What follows belongs to an exercise in optimizing a design on an open flow for small area, a short achievable clock period and few clock cycles per item; a production flow would make more cautious choices.
Function was checked by simulation only, so behaviour that the tests miss may differ from the original.
Power figures rest on the tool's default switching activity, not on a simulated workload.

[run.sh]
#!/bin/bash
# synth_recipe.tcl (not shown) runs the flow's synth.tcl, then flattens the netlist and writes it again
# the make line also repeats each setting of config.mk as NAME=value (left out here)
make -C /OpenROAD-flow-scripts/flow DESIGN_CONFIG=/design/flow/config.mk WORK_HOME=/design/flow/orfs CLKGATE_MAP_FILE= SYNTH_SCRIPT=/design/flow/synth_recipe.tcl finish
[config.mk]
export PLATFORM = sky130hd
export DESIGN_NAME = min_priority_queue_core
export DESIGN_NICKNAME = min_priority_queue_core
export VERILOG_FILES = /design/flow/design.v
export SDC_FILE = /design/flow/constraint.sdc
export NUM_CORES = 4
export LEC_CHECK = 0
export CAP_MARGIN = 20
export CORE_MARGIN = 2
export CORE_UTILIZATION = 40
export SLEW_MARGIN = 20
[constraint.sdc]
create_clock -name core_clock -period 9.0 [get_ports {clock}]
set_input_delay 1.8000 -clock core_clock [delete_from_list [all_inputs] [get_ports {clock}]]
set_output_delay 1.8000 -clock core_clock [all_outputs]
set_load 0.01 [all_outputs]
[design.v]
package mpq_pkg;
   localparam int CAPACITY_DEF = 64;
   localparam int KEY_W        = 32;
   localparam int OPCODE_W     = 2;
   localparam int COUNT_W      = 7;
   localparam int STATUS_W     = 2;
   localparam logic [OPCODE_W-1:0] OP_INSERT = 2'd0;
   localparam logic [OPCODE_W-1:0] OP_REMOVE = 2'd1;
   localparam logic [OPCODE_W-1:0] OP_PEEK   = 2'd2;
   localparam logic [STATUS_W-1:0] ST_OK    = 2'd0;
   localparam logic [STATUS_W-1:0] ST_EMPTY = 2'd1;
   localparam logic [STATUS_W-1:0] ST_FULL  = 2'd2;
   typedef struct packed {
      logic [OPCODE_W-1:0]     opcode;
      logic signed [KEY_W-1:0] key;
   } req_item_type;
   typedef struct packed {
      logic signed [KEY_W-1:0] min_key;
      logic [COUNT_W-1:0]      entry_count;
      logic [STATUS_W-1:0]     status;
   } rsp_item_type;
endpackage
module mpq_ram #(
   parameter int DEPTH = 64,
   parameter int WIDTH = 32
) (
   input  logic             clock,
   input  logic             ins,         
   input  logic             rem,         
   input  logic [WIDTH-1:0] key_in,
   input  logic [DEPTH-1:0] used,        
   output logic [WIDTH-1:0] head         
);
   logic [WIDTH-1:0] mem [DEPTH];
   logic [DEPTH-1:0] gt;                 
   for (genvar i = 0; i < DEPTH; i++) begin : g_slot
      assign gt[i] = !used[i] || ($signed(mem[i]) > $signed(key_in));
      always_ff @(posedge clock) begin
         if (rem) begin
            if (i < DEPTH - 1) begin
               mem[i] <= mem[(i < DEPTH - 1) ? i + 1 : i];
            end
         end else if (ins && gt[i]) begin
            if (i == 0) begin
               mem[i] <= key_in;
            end else if (gt[(i > 0) ? i - 1 : 0]) begin
               mem[i] <= mem[(i > 0) ? i - 1 : 0];
            end else begin
               mem[i] <= key_in;
            end
         end
      end
   end
   assign head = mem[0];
endmodule
module mpq_ctrl #(
   parameter int CAPACITY = mpq_pkg::CAPACITY_DEF,
   localparam int CW      = $clog2(CAPACITY + 1)
) (
   input  logic                  clock,
   input  logic                  reset,
   input  logic                  req_valid,
   output logic                  req_ready,
   input  mpq_pkg::req_item_type req_item,
   output logic                  rsp_valid,
   input  logic                  rsp_ready,
   output mpq_pkg::rsp_item_type rsp_item,
   output logic                  ins,
   output logic                  rem,
   output logic [mpq_pkg::KEY_W-1:0] key,
   output logic [CAPACITY-1:0]   used,
   input  logic [mpq_pkg::KEY_W-1:0] head
);
   logic                         req_valid_ff;
   mpq_pkg::req_item_type        req_item_ff;
   logic                         rsp_valid_ff;
   logic [CW-1:0]                cnt_ff;
   logic [mpq_pkg::STATUS_W-1:0] status_ff, status_in;
   logic                         apply;
   logic                         full;
   logic                         empty;
   assign full  = (cnt_ff == CW'(CAPACITY));
   assign empty = (cnt_ff == '0);
   assign apply     = req_valid_ff && (!rsp_valid_ff || rsp_ready);
   assign req_ready = !req_valid_ff || apply;
   assign ins       = apply && (req_item_ff.opcode == mpq_pkg::OP_INSERT) && !full;
   assign rem       = apply && (req_item_ff.opcode == mpq_pkg::OP_REMOVE) && !empty;
   assign key       = req_item_ff.key;
   for (genvar i = 0; i < CAPACITY; i++) begin : g_used
      assign used[i] = (cnt_ff > CW'(i));
   end
   always_comb begin
      status_in = mpq_pkg::ST_OK;
      if (req_item_ff.opcode == mpq_pkg::OP_INSERT) begin
         if (full) status_in = mpq_pkg::ST_FULL;
      end else if (empty) begin
         status_in = mpq_pkg::ST_EMPTY;
      end
   end
   always_ff @(posedge clock) begin
      if (reset) begin
         req_valid_ff <= 1'b0;
         rsp_valid_ff <= 1'b0;
         cnt_ff       <= '0;
      end else begin
         if (req_valid && req_ready) begin
            req_valid_ff <= 1'b1;
         end else if (apply) begin
            req_valid_ff <= 1'b0;
         end
         if (apply) begin
            rsp_valid_ff <= 1'b1;
         end else if (rsp_ready) begin
            rsp_valid_ff <= 1'b0;
         end
         if (ins) begin
            cnt_ff <= cnt_ff + CW'(1);
         end else if (rem) begin
            cnt_ff <= cnt_ff - CW'(1);
         end
      end
      if (req_ready) begin
         req_item_ff <= req_item;
      end
      if (apply) begin
         status_ff <= status_in;
      end
   end
   assign rsp_valid            = rsp_valid_ff;
   assign rsp_item.min_key     = empty ? '0 : head;
   assign rsp_item.entry_count = cnt_ff;
   assign rsp_item.status      = status_ff;
endmodule
module min_priority_queue_core #(
   parameter int CAPACITY = mpq_pkg::CAPACITY_DEF
) (
   input  logic                  clock,
   input  logic                  reset,
   input  logic                  req_valid,
   output logic                  req_ready,
   input  mpq_pkg::req_item_type req_item,
   output logic                  rsp_valid,
   input  logic                  rsp_ready,
   output mpq_pkg::rsp_item_type rsp_item
);
   logic                      ins;
   logic                      rem;
   logic [mpq_pkg::KEY_W-1:0] key;
   logic [CAPACITY-1:0]       used;
   logic [mpq_pkg::KEY_W-1:0] head;
   mpq_ram #(
      .DEPTH (CAPACITY),
      .WIDTH (mpq_pkg::KEY_W)
   ) u_ram (
      .clock  (clock),
      .ins    (ins),
      .rem    (rem),
      .key_in (key),
      .used   (used),
      .head   (head)
   );
   mpq_ctrl #(
      .CAPACITY (CAPACITY)
   ) u_ctrl (
      .clock     (clock),
      .reset     (reset),
      .req_valid (req_valid),
      .req_ready (req_ready),
      .req_item  (req_item),
      .rsp_valid (rsp_valid),
      .rsp_ready (rsp_ready),
      .rsp_item  (rsp_item),
      .ins       (ins),
      .rem       (rem),
      .key       (key),
      .used      (used),
      .head      (head)
   );
endmodule
==> run_results.csv <==
group,metric,value,unit
sta,maxSlewHeadroom,14.60,%
worst_setup_path,crit_chain,"buf_4 -> nor2_1 -> nand3_2 -> and2_1 -> clkdlybuf4s50_1",
global_route,grt_max_degree,242,
worst_setup_path,critPathSlowestCell,"nor2_1",
global_route,grt.overflow.total,0,
sta,final-hold-violation-count,0,
hold_path,hp-class,"reg -> reg",
synthesis,syn_inst,14970,
routing,first_iter_violations,18780,
synthesis,ys_ff_latch,2093,
sta,setup_tns,0,ns
routing,vias_per_cell,6.636,
global_route,grt_pass1_vias,120200,
layout,area_growth,9.217,%
clocking,cts.htree.levels,4,
floorplanning,io_pins,81,
floorplanning,num_rows,224,
worst_setup_path,worst-path-buf-inv,2,
clocking,cts_max_path_buffers,4,
routing,routed_wl,642400,um
worst_setup_path,path_max_fanout,35,
worst_setup_path,critPathTopFamily,"simple AND/OR/NAND/NOR gates",
placed_design,placed_cell_area,154900,um2
hold_path,min_path_cells,2,
routing,wl_per_cell,32.51,um
worst_setup_path,max_stage_delay,0.82,ns
sta,finalMaxSlewViolations,0,
placed_design,dp_hpwl,434800,um
worst_setup_path,end_kind,"primary output",
worst_setup_path,path_class,"reg -> out",
layout,final_nets,16660,
layout,fill_cells,35760,
clocking,clock-root-buffer,"clkbuf_16",
floorplanning,dieArea,377600,um2
placed_design,port_buffers,80,
status,status,"finished clean",
pwr,clkPwrFrac,41.4,%
sta,grt_setup_unrepaired,"false",
synthesis,synthArstFlopShare,0,%
worst_setup_path,critPathLaunchType,"flop",
clocking,cts_hold_buffers,0,
synthesis,ys_warn_count,3,
sta,finClkSkew,0.03777,ns
global_route,antenna_found_initial,24,
routing,antenna_left,0,
routing,vias,131100,
synthesis,netlist_area,149100,um2
pwr,ir_drop,185.2,uV
synthesis,synth_nets,17070,
synthesis,ys.flop_type,"edfxtp_1",
layout,final_cell_area,162800,um2
synthesis,synth_area_leaders,"edfxtp_1, ha_1, o211ai_1",
global_route,grt_pass1_wl,902900,um
pwr,p_sw_share,28.57,%
pwr,combPwrFrac,13.4,%
clocking,cts_setup_buffers,0,
sta,fmax,170.5,MHz
floorplanning,die_w,614.5,um
layout,multi_input_area,81570,um2
pwr,power,24990,uW
floorplanning,coreArea,371600,um2
synthesis,synth_top_area_cell,"edfxtp_1",
pwr,total_leakage_power,0.06351,uW
pwr,p_int,17850,uW
layout,final_core_util,43.81,%
sta,min_period,5.866,ns
synthesis,avgSynthCellArea,9.957,um2
layout,drive_above_1_share,5.831,%
floorplanning,die_h,614.5,um
clocking,tritoncts,"yes",
pwr,power.net_switching,7140,uW
placed_design,gp_congestion,0.9989,
flow_run,cap_violations,0,
pwr,p_per_area,153.5,nW/um2
sta,finalCritPeriodShare,65.18,%
routing,drt_first_pass_iters,6,
synthesis,yosysTopAreaCellShare,41.97,%
clocking,cts.clk_slew.worst_paths,0.06,ns
worst_setup_path,cp.depth,5,
pwr,seq_power_share,45.2,%
worst_setup_path,r2r.worst_path.cells,9,
worst_setup_path,cp.arrival,4.07,ns
routing,drc,0,
sta,setup_viol,0,
global_route,track_usage,32.68,%
worst_setup_path,worst_ep_required_time,7.20,ns
layout,regArea,62770,um2
clocking,cts_sinks,2093,
synthesis,seq_area_frac_synth,42.10,%
synthesis,synth-edff-count,2084,
clocking,cts_resized,0,
clocking,insertion_delay,0.97,ns
floorplanning,start_util,40.12,%
synthesis,ys_types,81,
sta,tightest_slew,1.281,ns
clocking,cts_made_buffers,241,
worst min-delay path: cells and delay by family, from the launching register on:
kind	cells	cell delay, ns
DFF	1	0.33
and+or+nand+nor	2	0.15
power groups by stage:
stage	registers, uW	logic (uW)	clock network, uW
final	11300	3340	10300
after global routing	11300	3560	10700
after CTS	11300	3230	10300
after detailed placement	11500	3210	0
after global placement	11500	3130	0
after floorplan	11300	1890	0
layout make-up:
class                   instances  share of cell area (%)
clock buffers                 298                   3.936
flip-flops and latches       2093                   38.55
well taps                    4972                   3.821
inverters                     160                  0.4411
multi-input cells           11660                   50.10
diodes                         23                 0.03535
clock inverters               146                  0.9113
repair buffers                407                   2.215
final timing paths:
check / from / to / slack (ns)
hold reg to reg: u_ctrl.req_valid_ff / u_ctrl.rsp_valid_ff / 0.52
setup reg to reg: u_ctrl.cnt_ff[2] / u_ram.mem[46][0] / 3.21
hold / removal: u_ctrl.req_valid_ff / u_ctrl.rsp_valid_ff / 0.52
setup / recovery: u_ctrl.cnt_ff[2] / rsp_item[13] / 3.13
stage by stage:
stage,std cells,setup WS [ns],hold WS (ns)
6_report,19760,3.134,0.5213
5_1_grt,19740,3.103,0.5685
4_1_cts,19740,3.177,0.5285
3_5_place_dp,19290,3.174,0.5209
3_3_place_gp,19290,3.169,0.5013
2_1_floorplan,14970,2.895,0.4778
layer usage:
metal	vias to the layer above	wire length [um]	track usage [%]	part of all wire (%)
met1	63720	252500	44.04	39
met2	8586	261700	46.28	41
li1	57160	-	-	-
met5	-	148	0	0.023
met3	1649	80770	8.686	13
met4	20	47350	20.61	7.4
state kept, by name (all words and copies together), names as in the netlist:
name / count
u_ram.mem: 2048
u_ctrl.req_item_ff: 34
u_ctrl.cnt_ff: 7
u_ctrl.status_ff: 2
u_ctrl.req_valid_ff: 1
u_ctrl.rsp_valid_ff: 1
Yosys cell counts (all sizes together), types with 19 or more instances:
cell / n
clkbuf: 566
inv: 160
o21a: 76
o31a: 43
nor3: 71
a211oi: 59
a31oi: 77
a21boi: 85
nor2: 243
nand2b: 24
edfxtp: 2084
mux2: 33
ha: 2053
nand3: 1445
or4: 24
buf: 494
a21oi: 931
o21ai: 961
nor4: 62
a2111o: 40
a21o: 96
o211ai: 1257
nand4: 501
mux2i: 745
o221ai: 64
and4: 19
nor2b: 69
o2111ai: 19
a2111oi: 20
nand2: 2450
and2: 36
kinds of logic (layout without fill, tap and decap cells):
| kind of cell | after synthesis | count (layout) | synth area share (%) |
|---|---|---|---|
| xor+xnor | 5 | 5 | 0.02937 |
| other cells | 0 | 23 | 0 |
| buf+inv | 1220 | 1011 | 3.607 |
| simple gates | 4974 | 4974 | 15.18 |
| mux | 778 | 778 | 5.254 |
| compound gates | 3851 | 3851 | 16.60 |
| flops | 2093 | 2093 | 42.10 |
| fa+ha+maj | 2053 | 2053 | 17.23 |
cells in the final DEF (no fill, tap or decap), types with 44 or more instances in the layout:
cell                n
a31oi_1            77
nor4_1             62
nor2b_1            69
o211ai_1         1237
clkdlybuf4s50_1    80
a21o_1             96
buf_4             299
a211oi_1           58
o21ai_1           144
mux2i_1           745
clkinv_1           53
nand4_1           501
nand3_1          1438
clkinv_2           47
o21a_1             75
a21boi_0           83
edfxtp_1         2084
ha_1             2053
a21oi_1           926
nand2_1          2402
o21ai_0           816
o221ai_1           64
clkbuf_16         244
clkbuf_1           44
nor2_1            236
nor3_1             65
inv_1             129
Testbench counts, summed over its fixed seeds: cycles 12,016, items 12,000.

separate check: timing with driven ports:
Ports are ideal in the flow. The routed layout listed here was re-timed in OpenROAD.
Step 1 assumes that a clkbuf_16 drives the clock port and a buf_2 every other input.
Step 2, shift: input delay + t, output delay - t, t = (earliest + latest rising clock arrival at the registers) / 2. This alone moves slack from input paths to output paths.
a / b / c = no drivers / after step 1 / after step 2; a / b = the first two.
t, ns: 1.059
slack for setup (ns): 3.134 / 3.029 / 2.928
slew at the worst register clock pin (ns): 0.07 / 0.07
worst slew at a driven data input, ns: 0.07
cell pins on the clock port's net: 1
After both steps this run still meets setup and hold. The setup slack of this run moves by -0.105 ns with the drivers and by -0.206 ns with both steps.
